This design comes from an exercise in tuning for small area, a short achievable clock period and few clock cycles per item on the open sky130 flow, not from production work. At most, simulation tests tie the RTL to the original design; equivalence was not proved.

==> v36 <==
==> flow/design.v <==
`default_nettype none
`timescale 1ns/1ps
package rs_pkg;
	typedef enum logic [2:0] {
		OP_ADD = 3'd0,
		OP_SUB = 3'd1,
		OP_SLL = 3'd2,
		OP_SLT = 3'd3,
		OP_XOR = 3'd4,
		OP_SR  = 3'd5,
		OP_OR  = 3'd6,
		OP_AND = 3'd7
	} alu_op_t;
endpackage
`default_nettype wire
`default_nettype none
`timescale 1ns/1ps
module reservation_station (
	input wire logic clk,
	input wire logic rst_n,
	input wire logic enable,
	input wire logic dispatched,
	input wire logic [5-1:0] q1_in,
	input wire logic [32-1:0] v1_in,
	input wire logic [5-1:0] q2_in,
	input wire logic [32-1:0] v2_in,
	input wire logic [2:0] alu_op_in,
	input wire logic alu_sign_in,
	input wire logic [5-1:0] reorder_buffer_tag_in,
	input wire logic cdb_active,
	input wire logic [5-1:0] cdb_tag,
	input wire logic [32-1:0] cdb_data,
	output logic [5-1:0] q1_out,
	output logic [32-1:0] v1_out,
	output logic [5-1:0] q2_out,
	output logic [32-1:0] v2_out,
	output logic [2:0] alu_op_out,
	output logic alu_sign_out,
	output logic [5-1:0] reorder_buffer_tag_out,
	output logic busy
);
	logic snoop1;
	logic snoop2;
	assign snoop1 = cdb_active && ((enable ? q1_in : q1_out) == cdb_tag);
	assign snoop2 = cdb_active && ((enable ? q2_in : q2_out) == cdb_tag);
	always_ff @(posedge clk or negedge rst_n) begin
		if (!rst_n)
			busy <= 1'b0;
		else if (enable)
			busy <= 1'b1;
		else if (dispatched)
			busy <= 1'b0;
	end
	always_ff @(posedge clk) begin
		if (snoop1) begin
			q1_out <= '0;
			v1_out <= cdb_data;
		end else if (enable) begin
			q1_out <= q1_in;
			v1_out <= v1_in;
		end
		if (snoop2) begin
			q2_out <= '0;
			v2_out <= cdb_data;
		end else if (enable) begin
			q2_out <= q2_in;
			v2_out <= v2_in;
		end
		if (enable) begin
			alu_op_out <= alu_op_in;
			alu_sign_out <= alu_sign_in;
			reorder_buffer_tag_out <= reorder_buffer_tag_in;
		end
	end
endmodule
`default_nettype wire
`default_nettype none
`timescale 1ns/1ps
module rs_dispatch_select (
	input wire logic issue_valid,
	input wire logic busy,
	input wire logic [5-1:0] q1,
	input wire logic [5-1:0] q2,
	input wire logic exec_accept,
	output logic enable,
	output logic dispatched,
	output logic full,
	output logic exec_valid
);
	assign exec_valid = busy && (q1 == '0) && (q2 == '0);
	assign dispatched = exec_valid && exec_accept;
	assign full = busy && !dispatched;
	assign enable = issue_valid && !full;
endmodule
`default_nettype wire
`default_nettype none
`timescale 1ns/1ps
module alu_unit (
	input wire logic [32-1:0] a,
	input wire logic [32-1:0] b,
	input wire logic [2:0] op,
	input wire logic op_sign,
	output logic [32-1:0] result
);
	localparam int W = 32;
	logic inv_b;
	logic use_p;
	logic use_g;
	logic use_c;
	logic use_sll;
	logic use_sr;
	logic use_slt;
	logic [W-1:0] bx;
	logic [W-1:0] g0;
	logic [W-1:0] p0;
	logic [W-1:0] carry;
	logic cout;
	logic msb_sum;
	logic less_than;
	logic [5-1:0] shamt;
	logic [W-1:0] a_rev;
	logic [W-1:0] sh_in;
	logic fill;
	logic [W-1:0] sh_out;
	logic [W-1:0] sh_out_rev;
	assign inv_b = op[0];
	assign use_c = !op[2] && !op[1];
	assign use_p = (op == 3'b000) || (op == 3'b001) || (op == 3'b010) || (op == 3'b100);
	assign use_g = op[2] && !op[0];
	assign use_sr = (op == 3'b011);
	assign use_sll = (op == 3'b101);
	assign use_slt = (op == 3'b111);
	assign bx = b ^ {W{inv_b}};
	assign g0 = a & bx;
	assign p0 = a ^ bx;
	logic [7:0] gg [0:3];
	logic [7:0] gp [0:3];
	always_comb begin
		for (int k = 0; k < 8; k++) begin
			logic g;
			logic p;
			g = g0[4*k];
			p = p0[4*k];
			for (int j = 1; j < 4; j++) begin
				g = g0[4*k+j] | (p0[4*k+j] & g);
				p = p0[4*k+j] & p;
			end
			gg[0][k] = g;
			gp[0][k] = p;
		end
		gg[0][0] = gg[0][0] | (gp[0][0] & inv_b);
		for (int l = 0; l < 3; l++) begin
			gg[l+1] = gg[l];
			gp[l+1] = gp[l];
			for (int k = 0; k < 8; k++)
				if (((k >> l) & 1) == 1) begin
					gg[l+1][k] = gg[l][k] | (gp[l][k] & gg[l][((k >> l) << l) - 1]);
					gp[l+1][k] = gp[l][k] & gp[l][((k >> l) << l) - 1];
				end
		end
		for (int k = 0; k < 8; k++) begin
			logic c;
			c = (k == 0) ? inv_b : gg[3][k-1];
			for (int j = 0; j < 4; j++) begin
				carry[4*k+j] = c;
				c = g0[4*k+j] | (p0[4*k+j] & c);
			end
		end
	end
	assign cout = gg[3][7];
	assign msb_sum = p0[W-1] ^ carry[W-1];
	assign less_than = op_sign ? ((a[W-1] ^ b[W-1]) ? a[W-1] : msb_sum) : !cout;
	assign shamt = b[5-1:0];
	always_comb
		for (int i = 0; i < W; i++)
			a_rev[i] = a[W-1-i];
	assign sh_in = op[2] ? a_rev : a;
	assign fill = !op[2] && op_sign && a[W-1];
	assign sh_out = W'($signed({fill, sh_in}) >>> shamt);
	always_comb
		for (int i = 0; i < W; i++)
			sh_out_rev[i] = sh_out[W-1-i];
	always_comb begin
		result = ((p0 & {W{use_p}}) ^ (g0 & {W{use_g}}) ^ (carry & {W{use_c}}))
			| (sh_out & {W{use_sr}}) | (sh_out_rev & {W{use_sll}});
		result[0] = result[0] | (less_than && use_slt);
	end
endmodule
`default_nettype wire
`default_nettype none
`timescale 1ns/1ps
module alu_cluster (
	input wire logic clk,
	input wire logic rst_n,
	input wire logic issue_valid,
	input wire logic [5-1:0] issue_q1,
	input wire logic [32-1:0] issue_v1,
	input wire logic [5-1:0] issue_q2,
	input wire logic [32-1:0] issue_v2,
	input wire rs_pkg::alu_op_t issue_op,
	input wire logic issue_sign,
	input wire logic [5-1:0] issue_rob_tag,
	output logic full,
	input wire logic ext_cdb_active,
	input wire logic [5-1:0] ext_cdb_tag,
	input wire logic [32-1:0] ext_cdb_data,
	output logic cdb_active,
	output logic [5-1:0] cdb_tag,
	output logic [32-1:0] cdb_data
);
	logic enable;
	logic dispatched;
	logic busy;
	logic [5-1:0] ent_q1;
	logic [5-1:0] ent_q2;
	logic [32-1:0] ent_v1;
	logic [32-1:0] ent_v2;
	logic [2:0] ent_op;
	logic ent_sign;
	logic [5-1:0] ent_rob_tag;
	logic exec_valid;
	logic exec_accept;
	logic [32-1:0] alu_result;
	logic res_valid;
	logic [5-1:0] res_tag;
	logic [32-1:0] res_data;
	logic [2:0] issue_op_enc;
	always_comb begin
		case (issue_op)
			rs_pkg::OP_ADD: issue_op_enc = 3'b000;
			rs_pkg::OP_SUB: issue_op_enc = 3'b001;
			rs_pkg::OP_SLL: issue_op_enc = 3'b101;
			rs_pkg::OP_SLT: issue_op_enc = 3'b111;
			rs_pkg::OP_XOR: issue_op_enc = 3'b010;
			rs_pkg::OP_SR:  issue_op_enc = 3'b011;
			rs_pkg::OP_OR:  issue_op_enc = 3'b100;
			default:        issue_op_enc = 3'b110;
		endcase
	end
	reservation_station entry_i (
		.clk                    (clk),
		.rst_n                  (rst_n),
		.enable                 (enable),
		.dispatched             (dispatched),
		.q1_in                  (issue_q1),
		.v1_in                  (issue_v1),
		.q2_in                  (issue_q2),
		.v2_in                  (issue_v2),
		.alu_op_in              (issue_op_enc),
		.alu_sign_in            (issue_sign),
		.reorder_buffer_tag_in  (issue_rob_tag),
		.cdb_active             (cdb_active),
		.cdb_tag                (cdb_tag),
		.cdb_data               (cdb_data),
		.q1_out                 (ent_q1),
		.v1_out                 (ent_v1),
		.q2_out                 (ent_q2),
		.v2_out                 (ent_v2),
		.alu_op_out             (ent_op),
		.alu_sign_out           (ent_sign),
		.reorder_buffer_tag_out (ent_rob_tag),
		.busy                   (busy)
	);
	rs_dispatch_select select_i (
		.issue_valid (issue_valid),
		.busy        (busy),
		.q1          (ent_q1),
		.q2          (ent_q2),
		.exec_accept (exec_accept),
		.enable      (enable),
		.dispatched  (dispatched),
		.full        (full),
		.exec_valid  (exec_valid)
	);
	alu_unit alu_i (
		.a       (ent_v1),
		.b       (ent_v2),
		.op      (ent_op),
		.op_sign (ent_sign),
		.result  (alu_result)
	);
	assign exec_accept = !res_valid || !ext_cdb_active;
	always_ff @(posedge clk or negedge rst_n) begin
		if (!rst_n)
			res_valid <= 1'b0;
		else if (exec_accept)
			res_valid <= exec_valid;
	end
	always_ff @(posedge clk) begin
		if (exec_accept) begin
			res_tag <= ent_rob_tag;
			res_data <= alu_result;
		end
	end
	assign cdb_active = ext_cdb_active || res_valid;
	assign cdb_tag = ext_cdb_active ? ext_cdb_tag : res_tag;
	assign cdb_data = ext_cdb_active ? ext_cdb_data : res_data;
endmodule
`default_nettype wire
==> flow/flow/run.sh <==
#!/bin/bash
# Standard ORFS layout, with plain buffers on the ports instead of the delay cells
# buffer_ports picks by default. Every tool's output goes to a log in this folder.
set -euo pipefail
export BUFFER_PORTS_ARGS="-buffer_cell sky130_fd_sc_hd__buf_1"
bash standard.sh finish > make_finish.log 2>&1
==> flow/standard.sh <==
#!/bin/bash
# synth_recipe.tcl (not shown) runs the flow's synth.tcl, then flattens the netlist and writes it again
# the make line also repeats each setting of config.mk as NAME=value (left out here)
make -C /OpenROAD-flow-scripts/flow DESIGN_CONFIG=/design/flow/config.mk WORK_HOME=/design/flow/orfs CLKGATE_MAP_FILE= SYNTH_SCRIPT=/design/flow/synth_recipe.tcl "${@:-finish}"
==> flow/config.mk <==
export PLATFORM = sky130hd
export DESIGN_NAME = alu_cluster
export DESIGN_NICKNAME = alu_cluster
export VERILOG_FILES = /design/flow/design.v
export SDC_FILE = /design/flow/constraint.sdc
export NUM_CORES = 4
export LEC_CHECK = 0
export ABC_AREA = 1
export CAP_MARGIN = 20
export CORE_MARGIN = 2
export CORE_UTILIZATION = 45
export CTS_BUF_LIST = sky130_fd_sc_hd__clkbuf_8
export SETUP_SLACK_MARGIN = 3.2
export SLEW_MARGIN = 20
==> flow/constraint.sdc <==
create_clock -name core_clock -period 7.0 [get_ports {clk}]
set_input_delay 1.4000 -clock core_clock [delete_from_list [all_inputs] [get_ports {clk}]]
set_output_delay 1.4000 -clock core_clock [all_outputs]
set_load 0.01 [all_outputs]
==> v2: changes against v36 <==
==> flow/design.v, changed modules only <==
module alu_unit (
	input wire logic [32-1:0] a,
	input wire logic [32-1:0] b,
	input wire logic [2:0] op,
	input wire logic op_sign,
	output logic [32-1:0] result
);
	localparam int W = 32;
	logic sub;
	logic use_p;
	logic use_g;
	logic use_c;
	logic use_sll;
	logic use_sr;
	logic use_slt;
	logic [W-1:0] bx;
	logic [W-1:0] g0;
	logic [W-1:0] p0;
	logic [W-1:0] gl [0:5];
	logic [W-1:0] pl [0:5];
	logic [W-1:0] carry;
	logic cout;
	logic msb_sum;
	logic less_than;
	logic [5-1:0] shamt;
	logic [W-1:0] a_rev;
	logic [W-1:0] sh_in;
	logic fill;
	logic [W-1:0] sh_out;
	logic [W-1:0] sh_out_rev;
	assign sub = !op[2] && op[0];
	assign use_c = !op[2] && !op[1];
	assign use_p = (op == 3'd0) || (op == 3'd1) || (op == 3'd4) || (op == 3'd6);
	assign use_g = op[2] && op[1];
	assign use_sll = (op == 3'd2);
	assign use_sr = (op == 3'd5);
	assign use_slt = (op == 3'd3);
	assign bx = b ^ {W{sub}};
	assign g0 = a & bx;
	assign p0 = a ^ bx;
	always_comb begin
		gl[0] = g0;
		pl[0] = p0;
		gl[0][0] = g0[0] | (p0[0] & sub);
		for (int l = 0; l < 5; l++) begin
			gl[l+1] = gl[l];
			pl[l+1] = pl[l];
			for (int i = 0; i < W; i++)
				if (((i >> l) & 1) == 1) begin
					gl[l+1][i] = gl[l][i] | (pl[l][i] & gl[l][((i >> l) << l) - 1]);
					pl[l+1][i] = pl[l][i] & pl[l][((i >> l) << l) - 1];
				end
		end
	end
	assign carry = {gl[5][W-2:0], sub};
	assign cout = gl[5][W-1];
	assign msb_sum = p0[W-1] ^ carry[W-1];
	assign less_than = op_sign ? ((a[W-1] ^ b[W-1]) ? a[W-1] : msb_sum) : !cout;
	assign shamt = b[5-1:0];
	always_comb
		for (int i = 0; i < W; i++)
			a_rev[i] = a[W-1-i];
	assign sh_in = op[0] ? a : a_rev;
	assign fill = op[0] && op_sign && a[W-1];
	assign sh_out = W'($signed({fill, sh_in}) >>> shamt);
	always_comb
		for (int i = 0; i < W; i++)
			sh_out_rev[i] = sh_out[W-1-i];
	always_comb begin
		result = ((p0 & {W{use_p}}) ^ (g0 & {W{use_g}}) ^ (carry & {W{use_c}}))
			| (sh_out & {W{use_sr}}) | (sh_out_rev & {W{use_sll}});
		result[0] = result[0] | (less_than && use_slt);
	end
endmodule
module alu_cluster (
	input wire logic clk,
	input wire logic rst_n,
	input wire logic issue_valid,
	input wire logic [5-1:0] issue_q1,
	input wire logic [32-1:0] issue_v1,
	input wire logic [5-1:0] issue_q2,
	input wire logic [32-1:0] issue_v2,
	input wire rs_pkg::alu_op_t issue_op,
	input wire logic issue_sign,
	input wire logic [5-1:0] issue_rob_tag,
	output logic full,
	input wire logic ext_cdb_active,
	input wire logic [5-1:0] ext_cdb_tag,
	input wire logic [32-1:0] ext_cdb_data,
	output logic cdb_active,
	output logic [5-1:0] cdb_tag,
	output logic [32-1:0] cdb_data
);
	logic enable;
	logic dispatched;
	logic busy;
	logic [5-1:0] ent_q1;
	logic [5-1:0] ent_q2;
	logic [32-1:0] ent_v1;
	logic [32-1:0] ent_v2;
	logic [2:0] ent_op;
	logic ent_sign;
	logic [5-1:0] ent_rob_tag;
	logic exec_valid;
	logic exec_accept;
	logic [32-1:0] alu_result;
	logic res_valid;
	logic [5-1:0] res_tag;
	logic [32-1:0] res_data;
	reservation_station entry_i (
		.clk                    (clk),
		.rst_n                  (rst_n),
		.enable                 (enable),
		.dispatched             (dispatched),
		.q1_in                  (issue_q1),
		.v1_in                  (issue_v1),
		.q2_in                  (issue_q2),
		.v2_in                  (issue_v2),
		.alu_op_in              (issue_op),
		.alu_sign_in            (issue_sign),
		.reorder_buffer_tag_in  (issue_rob_tag),
		.cdb_active             (cdb_active),
		.cdb_tag                (cdb_tag),
		.cdb_data               (cdb_data),
		.q1_out                 (ent_q1),
		.v1_out                 (ent_v1),
		.q2_out                 (ent_q2),
		.v2_out                 (ent_v2),
		.alu_op_out             (ent_op),
		.alu_sign_out           (ent_sign),
		.reorder_buffer_tag_out (ent_rob_tag),
		.busy                   (busy)
	);
	rs_dispatch_select select_i (
		.issue_valid (issue_valid),
		.busy        (busy),
		.q1          (ent_q1),
		.q2          (ent_q2),
		.exec_accept (exec_accept),
		.enable      (enable),
		.dispatched  (dispatched),
		.full        (full),
		.exec_valid  (exec_valid)
	);
	alu_unit alu_i (
		.a       (ent_v1),
		.b       (ent_v2),
		.op      (ent_op),
		.op_sign (ent_sign),
		.result  (alu_result)
	);
	assign exec_accept = !res_valid || !ext_cdb_active;
	always_ff @(posedge clk or negedge rst_n) begin
		if (!rst_n)
			res_valid <= 1'b0;
		else if (exec_accept)
			res_valid <= exec_valid;
	end
	always_ff @(posedge clk) begin
		if (exec_accept) begin
			res_tag <= ent_rob_tag;
			res_data <= alu_result;
		end
	end
	assign cdb_active = ext_cdb_active || res_valid;
	assign cdb_tag = ext_cdb_active ? ext_cdb_tag : res_tag;
	assign cdb_data = ext_cdb_active ? ext_cdb_data : res_data;
endmodule
Settings changed: CTS_BUF_LIST sky130_fd_sc_hd__clkbuf_8 to default, SETUP_SLACK_MARGIN 3.2 to 3.6.
==> v9: changes against v36 <==
--- a/flow/design.v
+++ b/flow/design.v
@@ -91,5 +91,5 @@
 	assign dispatched = exec_valid && exec_accept;
 	assign full = busy && !dispatched;
-	assign enable = issue_valid && !full;
+	assign enable = issue_valid;
 endmodule
 `default_nettype wire
@@ -182,5 +182,5 @@
 			sh_out_rev[i] = sh_out[W-1-i];
 	always_comb begin
-		result = ((p0 & {W{use_p}}) ^ (g0 & {W{use_g}}) ^ (carry & {W{use_c}}))
+		result = ((p0 & {W{use_p}}) ^ ((g0 & {W{use_g}}) | (carry & {W{use_c}})))
 			| (sh_out & {W{use_sr}}) | (sh_out_rev & {W{use_sll}});
 		result[0] = result[0] | (less_than && use_slt);
==> flow/flow/run.sh (replaced) <==
#!/bin/bash
# Standard ORFS layout, with plain buffers on the ports instead of the delay cells
# buffer_ports picks by default, and a clock tree without dummy balancing loads.
# Every tool's output goes to a log in this folder.
set -euo pipefail
export BUFFER_PORTS_ARGS="-buffer_cell sky130_fd_sc_hd__buf_1"
export CTS_ARGS='-sink_clustering_enable -repair_clock_nets -buf_list {sky130_fd_sc_hd__clkbuf_4 sky130_fd_sc_hd__clkbuf_8} -dont_use_dummy_load'
bash standard.sh finish > make_finish.log 2>&1
Settings changed: CORE_UTILIZATION 45 to 55, CTS_BUF_LIST sky130_fd_sc_hd__clkbuf_8 to default, SETUP_SLACK_MARGIN 3.2 to 3.35.
==> impl_metrics.json <==
{
  "slew_headroom": 0.305,
  "drt_iter0_markers": 1058,
  "rows": 48,
  "cts_setup_buffers": 3,
  "cp.arrival_ns": 2.22,
  "max-vdd-ir-drop_mv": 0.123,
  "placed_cell_area_um2": 10400,
  "finalCritPeriodShare": 0.517,
  "total_power_w": 0.00239,
  "path_cells": "clkbuf_16 > inv_12 > or2_2 > o21ai_4 > inv_2 > clkbuf_2",
  "fin_area_um2": 10800,
  "status": "timing/DRC/antenna clean",
  "clkSlewWorstSetupHoldPaths_ns": 0.06,
  "grt.total_usage": 0.339,
  "reg2reg_slack_ns": 3.49,
  "syn_inst": 1402,
  "synth_top_area_share": 0.337,
  "synth_compound_area_frac": 0.143,
  "seq-power_w": 0.000995,
  "dr_wl_met3_um": 3140,
  "post-route-util": 0.623
}
# the run above: v9

==> impl_metrics.json <==
{
  "slew_headroom": 0.389,
  "synth_top_area_share": 0.326,
  "max-vdd-ir-drop_mv": 0.171,
  "cp.arrival_ns": 2.40,
  "post-route-util": 0.525,
  "grt.total_usage": 0.269,
  "status": "timing/DRC/antenna clean",
  "rows": 54,
  "syn_inst": 1409,
  "fin_area_um2": 11500,
  "synth_compound_area_frac": 0.171,
  "dr_wl_met3_um": 2120,
  "total_power_w": 0.00338,
  "path_cells": "clkbuf_8 > buf_12 > buf_4 > nand2_1 > nand2_1 > buf_1",
  "finalCritPeriodShare": 0.543
}
# the run above: v36

==> impl_metrics.json <==
{
  "grt.total_usage": 0.321,
  "drt_iter0_markers": 1563,
  "cts_setup_buffers": 40,
  "finalCritPeriodShare": 0.506,
  "rows": 55,
  "reg2reg_slack_ns": 3.77,
  "syn_inst": 1507,
  "max-vdd-ir-drop_mv": 0.220,
  "placed_cell_area_um2": 11200,
  "path_cells": "clkbuf_16 > inv_16 > buf_12 > nand2_1 > nand2_2 > buf_2",
  "synth_fa_ha_area_frac": 0.0383,
  "synth_top_area_share": 0.316,
  "synthTopCellsByCount": "535 x nand2_1, 203 x nand3_1, 110 x edfxtp_1",
  "seq-power_w": 0.00118,
  "num_vias": 11867,
  "cp.arrival_ns": 2.14,
  "total_power_w": 0.00445,
  "status": "timing/DRC/antenna clean",
  "post-route-util": 0.601,
  "fin_area_um2": 13700,
  "clkSlewWorstSetupHoldPaths_ns": 0.06
}
# the run above: v2

Testbench counts of v2, summed over its fixed seeds: cycles 5,241, items 3,200.
Testbench counts of v9, summed over its fixed seeds: cycles 5,241, items 3,200.
No functional check of the RTL was part of v36.

## static timing again, ports no longer ideal
The results above use ideal ports. As a check the final layouts listed here were re-extracted and re-timed, cells and wires unchanged. Step 1 sets driving cells, clkbuf_16 on the clock port and buf_2 on the other inputs (assumed; they add their load-dependent delay and slew). Step 2 adds t to the input delays and takes it off the output delays; t is the mean of the earliest and latest rising clock arrival at the registers after step 1. Input paths then give back, and output paths get back, about the clock's delay inside the block. Three values: ideal ports, drivers, drivers and shift; two values: the first two.
| run | t, ns | slack for setup (ns) | worst register clock-pin slew, ns |
|---|---|---|---|
| v36 | 0.506 | 3.196 / 3.160 / 2.813 | 0.09 / 0.09 |
| v2 | 0.473 | 3.457 / 3.366 / 3.100 | 0.07 / 0.07 |
| v9 | 0.479 | 3.380 / 3.218 / 3.010 | 0.10 / 0.10 |
After both steps setup and hold are still met in every run listed. The setup slack of v36, which loses most, moves by -0.036 ns with the drivers and by -0.383 ns with both steps.
